Context: an optimization exercise on an open-source flow, tuned for small area. The choices shown serve that exercise and are no tape-out recipe.
Function was checked by simulation only, so behaviour that the tests miss may differ from the original.
Power figures rest on the tool's default switching activity, not on a simulated workload.

==> build 61 <==
==> flow/design.v <==
package pio_regs_pkg;
  typedef struct packed {
    logic [15:0] int_part;
    logic [7:0]  frac;
    logic [7:0]  reserved;
  } pio_clkdiv_t;
  typedef struct packed {
    logic       exec_stalled;
    logic       side_en;
    logic       side_pindir;
    logic [4:0] jmp_pin;
    logic [4:0] out_en_sel;
    logic       inline_out_en;
    logic       out_sticky;
    logic [4:0] wrap_top;
    logic [4:0] wrap_bottom;
    logic [1:0] reserved;
    logic       status_sel;
    logic [3:0] status_n;
  } pio_execctrl_t;
  typedef struct packed {
    logic        fjoin_rx;
    logic        fjoin_tx;
    logic [4:0]  pull_thresh;
    logic [4:0]  push_thresh;
    logic        out_shiftdir;
    logic        in_shiftdir;
    logic        autopull;
    logic        autopush;
    logic [15:0] reserved;
  } pio_shiftctrl_t;
  typedef struct packed {
    logic [2:0] sideset_count;
    logic [2:0] set_count;
    logic [5:0] out_count;
    logic [4:0] in_base;
    logic [4:0] sideset_base;
    logic [4:0] set_base;
    logic [4:0] out_base;
  } pio_pinctrl_t;
  typedef union packed {
    pio_clkdiv_t             clkdiv;
    pio_execctrl_t           execctrl;
    pio_shiftctrl_t          shiftctrl;
    pio_pinctrl_t            pinctrl;
    logic [32-1:0]  raw;
  } pio_sm_word_u;
  typedef enum logic [3:0] {
    TGT_NONE,
    TGT_CTRL,
    TGT_IRQ,
    TGT_IMEM,
    TGT_CLKDIV,
    TGT_EXECCTRL,
    TGT_SHIFTCTRL,
    TGT_INSTR,
    TGT_PINCTRL
  } pio_target_e;
endpackage
`timescale 1ns/10ps
module pio_regs_top (
  input  logic                               clk,
  input  logic                               reset,
  input  logic                               sel,
  input  logic                               rw,
  input  logic [12-1:0]             addr,
  input  logic [32-1:0]             wdata,
  input  logic                               irq_set,
  input  logic [2:0]                         irq_index,
  input  logic                               irq_value,
  output logic [32-1:0]             rdata,
  output logic [4-1:0]           sm_enable,
  output logic [$clog2(32)-1:0] instr_waddr,
  output logic [16-1:0]            instr_wdata,
  output logic                               instr_we
);
  localparam int NF = 5;
  localparam logic [NF*32-1:0] MASKS = {
    32'hFFFF_FFFF, 32'h0000_FFFF, 32'hFFFF_0000,
    32'h7FFF_FF9F, 32'hFFFF_FF00
  };
  localparam logic [NF*32-1:0] RSTS = {
    32'h1400_0000, 32'h0, 32'h000C_0000,
    32'h0001_F000, 32'h0001_0000
  };
  localparam logic [NF*12-1:0] OFS = {
    12'h014, 12'h010, 12'h008,
    12'h004, 12'h000
  };
  logic [5:0] dec;
  logic [6:0] imem_ofs;
  assign imem_ofs = addr[6:0] - 7'h48;
  always_comb begin
    dec = 6'b011100;
    if (addr == 12'h000) dec = 6'b010100;
    if (addr == 12'h030)  dec = 6'b010101;
    if (addr >= 12'h048 && addr < 12'h0C8 && addr[1:0] == 2'b00)
      dec = {1'b1, imem_ofs[6:2]};
    for (int m = 0; m < 4; m++)
      for (int f = 0; f < NF; f++)
        if (addr == 12'h0C8 + 12'(m) * 12'h018 + OFS[f*12 +: 12])
          dec = {1'b0, 3'(f), 2'(m)};
  end
  logic        req_wr, req_rd, rst_pend;
  logic [5:0]  code;
  logic [31:0] wd;
  always_ff @(posedge clk or posedge reset) begin
    if (reset) begin
      req_wr   <= 1'b0;
      req_rd   <= 1'b0;
      rst_pend <= 1'b1;
      wd       <= '0;
    end else begin
      req_wr   <= sel & rw;
      req_rd   <= sel & ~rw;
      rst_pend <= 1'b0;
      wd       <= wdata;
    end
  end
  always_ff @(posedge clk) code <= dec;
  logic [NF*4-1:0] hit;
  logic hit_ctrl, hit_irq, hit_imem;
  for (genvar r = 0; r < NF*4; r++) begin : g_hit
    assign hit[r] = (code == 6'(r));
  end
  assign hit_ctrl = (code == 6'b010100);
  assign hit_irq  = (code == 6'b010101);
  assign hit_imem = code[5];
  logic [NF*4*32-1:0] q;
  for (genvar m = 0; m < 4; m++) begin : g_sm
    for (genvar f = 0; f < NF; f++) begin : g_fld
      logic en;
      localparam int R = f*4 + m;
      assign en = (req_wr & hit[R]) | rst_pend;
      for (genvar b = 0; b < 32; b++) begin : g_bit
        if (MASKS[f*32+b]) begin : g_st
          always_ff @(posedge clk)
            if (en) q[R*32+b] <= wd[b] | (rst_pend & RSTS[f*32+b]);
        end else begin : g_zero
          assign q[R*32+b] = 1'b0;
        end
      end
    end
  end
  logic [3:0] ctrl_q;
  logic [7:0] irq_q;
  always_ff @(posedge clk or posedge reset) begin
    if (reset) begin
      ctrl_q   <= '0;
      irq_q    <= '0;
      instr_we <= 1'b0;
    end else begin
      instr_we <= req_wr & hit_imem;
      if (req_wr & hit_ctrl) ctrl_q <= wd[3:0];
      if (req_wr & hit_irq) irq_q <= wd[7:0];
      else if (irq_set) irq_q[irq_index] <= irq_value;
    end
  end
  assign sm_enable = ctrl_q;
  always_ff @(posedge clk) begin
    instr_waddr <= code[4:0];
    instr_wdata <= wd[15:0];
  end
  logic [31:0] rd_word;
  always_comb begin
    rd_word = {28'b0, {4{hit_ctrl}} & ctrl_q} | {24'b0, {8{hit_irq}} & irq_q};
    for (int r = 0; r < NF*4; r++)
      rd_word = rd_word | ({32{hit[r]}} & q[r*32 +: 32]);
  end
  always_ff @(posedge clk or posedge reset) begin
    if (reset) rdata <= '0;
    else if (req_rd) rdata <= rd_word;
  end
endmodule
==> flow/run.sh <==
#!/bin/bash
# synth_recipe.tcl (not shown) runs the flow's synth.tcl, then flattens the netlist and writes it again
# the make line also repeats each setting of config.mk as NAME=value (left out here)
make -C /OpenROAD-flow-scripts/flow DESIGN_CONFIG=/design/flow/config.mk WORK_HOME=/design/flow/orfs CLKGATE_MAP_FILE= SYNTH_SCRIPT=/design/flow/synth_recipe.tcl finish
==> flow/config.mk <==
export PLATFORM = sky130hd
export DESIGN_NAME = pio_regs_top
export DESIGN_NICKNAME = pio_regs_top
export VERILOG_FILES = /design/flow/design.v
export SDC_FILE = /design/flow/constraint.sdc
export NUM_CORES = 4
export LEC_CHECK = 0
export CAP_MARGIN = 20
export CORE_MARGIN = 2
export CORE_UTILIZATION = 40
export SLEW_MARGIN = 20
==> flow/constraint.sdc <==
create_clock -name core_clock -period 5.0 [get_ports {clk}]
set_input_delay 1.0000 -clock core_clock [delete_from_list [all_inputs] [get_ports {clk}]]
set_output_delay 1.0000 -clock core_clock [all_outputs]
set_load 0.01 [all_outputs]
==> trial 5: changes against build 61 <==
--- a/flow/design.v
+++ b/flow/design.v
@@ -58,6 +58,84 @@
   } pio_target_e;
 endpackage
 `timescale 1ns/10ps
+module pio_read_mux #(
+  parameter int              N    = 1,
+  parameter logic [N*32-1:0] MASK = '1
+) (
+  input  logic [N-1:0]    sel,
+  input  logic [N*32-1:0] d,
+  output logic [31:0]     y
+);
+  function automatic int count(input int b);
+    count = 0;
+    for (int r = 0; r < N; r++) count += MASK[r*32 + b];
+  endfunction
+  function automatic int nth(input int b, input int k);
+    int c;
+    c = 0;
+    nth = 0;
+    for (int r = 0; r < N; r++)
+      if (MASK[r*32 + b]) begin
+        if (c == k) nth = r;
+        c++;
+      end
+  endfunction
+  for (genvar b = 0; b < 32; b++) begin : g_bit
+    localparam int C = count(b);
+    localparam int G = C / 3;
+    localparam int P = C - 3*G;
+    logic [G-1:0] t;
+    logic [P:0]   pa, pb;   
+    for (genvar g = 0; g < G; g++) begin : g_grp
+      localparam int R0 = nth(b, 3*g);
+      localparam int R1 = nth(b, 3*g + 1);
+      localparam int R2 = nth(b, 3*g + 2);
+      pio_aoi222 u_aoi (
+        .a1(sel[R0]), .b1(d[R0*32 + b]),
+        .a2(sel[R1]), .b2(d[R1*32 + b]),
+        .a3(sel[R2]), .b3(d[R2*32 + b]),
+        .y(t[g]));
+    end
+    for (genvar k = 0; k < P; k++) begin : g_pair
+      localparam int RK = nth(b, 3*G + k);
+      assign pa[k] = sel[RK];
+      assign pb[k] = d[RK*32 + b];
+    end
+    assign pa[P] = 1'b0;
+    assign pb[P] = 1'b0;
+    if (P == 0) begin : g_nand
+      pio_nand_n #(.M(G)) u_or (.t(t), .y(y[b]));
+    end else begin : g_tail
+      pio_or_tail #(.M(G), .P(P)) u_or (.t(t), .a(pa[P-1:0]), .b(pb[P-1:0]), .y(y[b]));
+    end
+  end
+endmodule
+module pio_aoi222 (
+  input  logic a1, b1, a2, b2, a3, b3,
+  output logic y
+);
+  assign y = ~((a1 & b1) | (a2 & b2) | (a3 & b3));
+endmodule
+module pio_or_tail #(
+  parameter int M = 2,
+  parameter int P = 1
+) (
+  input  logic [M-1:0] t,
+  input  logic [P-1:0] a,
+  input  logic [P-1:0] b,
+  output logic         y
+);
+  assign y = ~&t | |(a & b);
+endmodule
+module pio_nand_n #(
+  parameter int M = 2
+) (
+  input  logic [M-1:0] t,
+  output logic         y
+);
+  assign y = ~&t;
+endmodule
+`timescale 1ns/10ps
 module pio_regs_top (
   input  logic                               clk,
   input  logic                               reset,
@@ -87,22 +165,13 @@
     12'h014, 12'h010, 12'h008,
     12'h004, 12'h000
   };
-  logic [5:0] dec;
-  logic [6:0] imem_ofs;
-  assign imem_ofs = addr[6:0] - 7'h48;
-  always_comb begin
-    dec = 6'b011100;
-    if (addr == 12'h000) dec = 6'b010100;
-    if (addr == 12'h030)  dec = 6'b010101;
-    if (addr >= 12'h048 && addr < 12'h0C8 && addr[1:0] == 2'b00)
-      dec = {1'b1, imem_ofs[6:2]};
-    for (int m = 0; m < 4; m++)
-      for (int f = 0; f < NF; f++)
-        if (addr == 12'h0C8 + 12'(m) * 12'h018 + OFS[f*12 +: 12])
-          dec = {1'b0, 3'(f), 2'(m)};
-  end
+  localparam logic [6:0] W_CTRL = 7'(12'h000 >> 2);
+  localparam logic [6:0] W_IRQ  = 7'(12'h030 >> 2);
+  localparam logic [6:0] W_IMEM = 7'(12'h048 >> 2);
+  localparam logic [6:0] W_SM   = 7'(12'h0C8 >> 2);
   logic        req_wr, req_rd, rst_pend;
-  logic [5:0]  code;
+  logic        req_ok;
+  logic [6:0]  req_w;
   logic [31:0] wd;
   always_ff @(posedge clk or posedge reset) begin
     if (reset) begin
@@ -117,15 +186,19 @@
       wd       <= wdata;
     end
   end
-  always_ff @(posedge clk) code <= dec;
+  always_ff @(posedge clk) begin
+    req_ok <= (addr[11:9] == 3'b000) && (addr[1:0] == 2'b00);
+    req_w  <= addr[8:2];
+  end
   logic [NF*4-1:0] hit;
   logic hit_ctrl, hit_irq, hit_imem;
   for (genvar r = 0; r < NF*4; r++) begin : g_hit
-    assign hit[r] = (code == 6'(r));
-  end
-  assign hit_ctrl = (code == 6'b010100);
-  assign hit_irq  = (code == 6'b010101);
-  assign hit_imem = code[5];
+    localparam logic [6:0] WR = W_SM + 7'((r % 4) * (12'h018 >> 2)) + 7'(OFS[(r/4)*12 +: 12] >> 2);
+    assign hit[r] = req_ok && (req_w == WR);
+  end
+  assign hit_ctrl = req_ok && (req_w == W_CTRL);
+  assign hit_irq  = req_ok && (req_w == W_IRQ);
+  assign hit_imem = req_ok && (req_w >= W_IMEM) && (req_w < W_IMEM + 7'(32));
   logic [NF*4*32-1:0] q;
   for (genvar m = 0; m < 4; m++) begin : g_sm
     for (genvar f = 0; f < NF; f++) begin : g_fld
@@ -158,17 +231,21 @@
   end
   assign sm_enable = ctrl_q;
   always_ff @(posedge clk) begin
-    instr_waddr <= code[4:0];
+    instr_waddr <= 5'(req_w - W_IMEM);
     instr_wdata <= wd[15:0];
   end
   logic [31:0] rd_word;
-  always_comb begin
-    rd_word = {28'b0, {4{hit_ctrl}} & ctrl_q} | {24'b0, {8{hit_irq}} & irq_q};
-    for (int r = 0; r < NF*4; r++)
-      rd_word = rd_word | ({32{hit[r]}} & q[r*32 +: 32]);
-  end
+  function automatic logic [(NF*4+3)*32-1:0] rd_masks();
+    for (int r = 0; r < NF*4; r++) rd_masks[r*32 +: 32] = MASKS[(r/4)*32 +: 32];
+    rd_masks[NF*4*32 +: 96] = {32'hFFFF_FFFF, 32'h0000_00FF, 32'h0000_000F};
+  endfunction
+  pio_read_mux #(.N(NF*4 + 3), .MASK(rd_masks())) u_read_mux (
+    .sel ({~req_rd, {(NF*4+2){req_rd}} & {hit_irq, hit_ctrl, hit}}),
+    .d   ({rdata, 24'b0, irq_q, 28'b0, ctrl_q, q}),
+    .y   (rd_word)
+  );
   always_ff @(posedge clk or posedge reset) begin
     if (reset) rdata <= '0;
-    else if (req_rd) rdata <= rd_word;
-  end
-endmodule
+    else rdata <= rd_word;
+  end
+endmodule
==> flow/flow/run.sh (new file) <==
#!/bin/bash
# The standard layout (standard.sh, with its unchanged synthesis) with two changes:
# the port buffers use the smallest buffer cell, and CTS builds the clock tree
# from clkbuf_8 cells with its own clustering and adds no dummy loads.
# The make output goes to make.log here; ORFS keeps each step's log under orfs/logs/.
set -euo pipefail
cd "$(dirname "$0")/.."
CTS="-sink_clustering_enable -repair_clock_nets -buf_list sky130_fd_sc_hd__clkbuf_8"
CTS="$CTS -sink_clustering_size 20 -sink_clustering_max_diameter 70 -dont_use_dummy_load"
bash standard.sh \
  "BUFFER_PORTS_ARGS=-buffer_cell sky130_fd_sc_hd__buf_1" \
  "CTS_ARGS=$CTS" \
  finish > make.log 2>&1
==> flow/standard.sh (new file) <==
#!/bin/bash
# synth_recipe.tcl (not shown) runs the flow's synth.tcl, then flattens the netlist and writes it again
# the make line also repeats each setting of config.mk as NAME=value (left out here)
make -C /OpenROAD-flow-scripts/flow DESIGN_CONFIG=/design/flow/config.mk WORK_HOME=/design/flow/orfs CLKGATE_MAP_FILE= SYNTH_SCRIPT=/design/flow/synth_recipe.tcl "${@:-finish}"
- CORE_UTILIZATION: 40 -> 75
- PLACE_DENSITY: default -> 0.8
- SYNTH_HIERARCHICAL: default -> 1
- SYNTH_MINIMUM_KEEP_SIZE: default -> 0
removed: flow/run.sh
==> notes <==
- Between build 61 and trial 5, the lower cell count is in trial 5 (gap about 40%, measured against trial 5).
- Of trial 5 and build 61, build 61 has the higher die area (gap 50%, measured against build 61).
- Of build 61 and trial 5, build 61 has the higher total power (gap 38%, measured against trial 5).
- Against build 61, the wire length of trial 5 is lower by 20%.
- Between build 61 and trial 5, the lower cell area is in trial 5 (gap 18%, measured against trial 5).
- Of build 61 and trial 5, trial 5 has the higher maximum frequency (gap 13%, measured against trial 5).
==> figures <==
quantity                                                                        build 61                    trial 5
Result of the run                                               timing/DRC/antenna clean   timing/DRC/antenna clean
Met3 wire length                                                                 4.50 mm                    6.32 mm
Count of non-filler cells in the finished layout                                    2102                       1516
Area fraction of clock buffers and clock inverters                                 7.92%                      2.24%
Maximum number of pins on one net before global-route repair                          43                         49
Detailed-placement wirelength estimate                                           34.8 mm                    26.0 mm
GRT met2 Usage                                                                     33.8%                      54.3%
Clock root buffer                                             sky130_fd_sc_hd__clkbuf_16  sky130_fd_sc_hd__clkbuf_8
Mean routed wirelength per cell                                                  27.5 um                    30.6 um
DIE WIDTH                                                                         236 um                     167 um
Number of clock-tree buffers in the layout                                            69                         35
VDD IR-drop max                                                               0.000304 V                 0.000441 V
Warnings from Yosys                                                                  165                        171

## afterwards: timing with drivers on the ports
The flow's constraints put no driver on any port. The routed layouts listed below were extracted and timed again, unchanged, in two steps. Step 1: set_driving_cell puts a clkbuf_16 on clk and a buf_2 on each other input, an assumption about the parent block. Step 2 adds t to the input delays and takes it off the output delays; t is the mean of the earliest and latest rising clock arrival at the registers after step 1. Input paths then give back, and output paths get back, about the clock's delay inside the block. Slacks: ideal ports / drivers / drivers and shift; pairs: ideal ports / drivers.
run | t (ns) | setup slack, ns | worst slew at a driven data input, ns
build 61 | 0.663 | 1.347 / 1.347 / 1.347 | 0.04
trial 5 | 0.621 | 1.835 / 1.835 / 1.835 | 0.04
After both steps setup and hold are still met in every run listed.
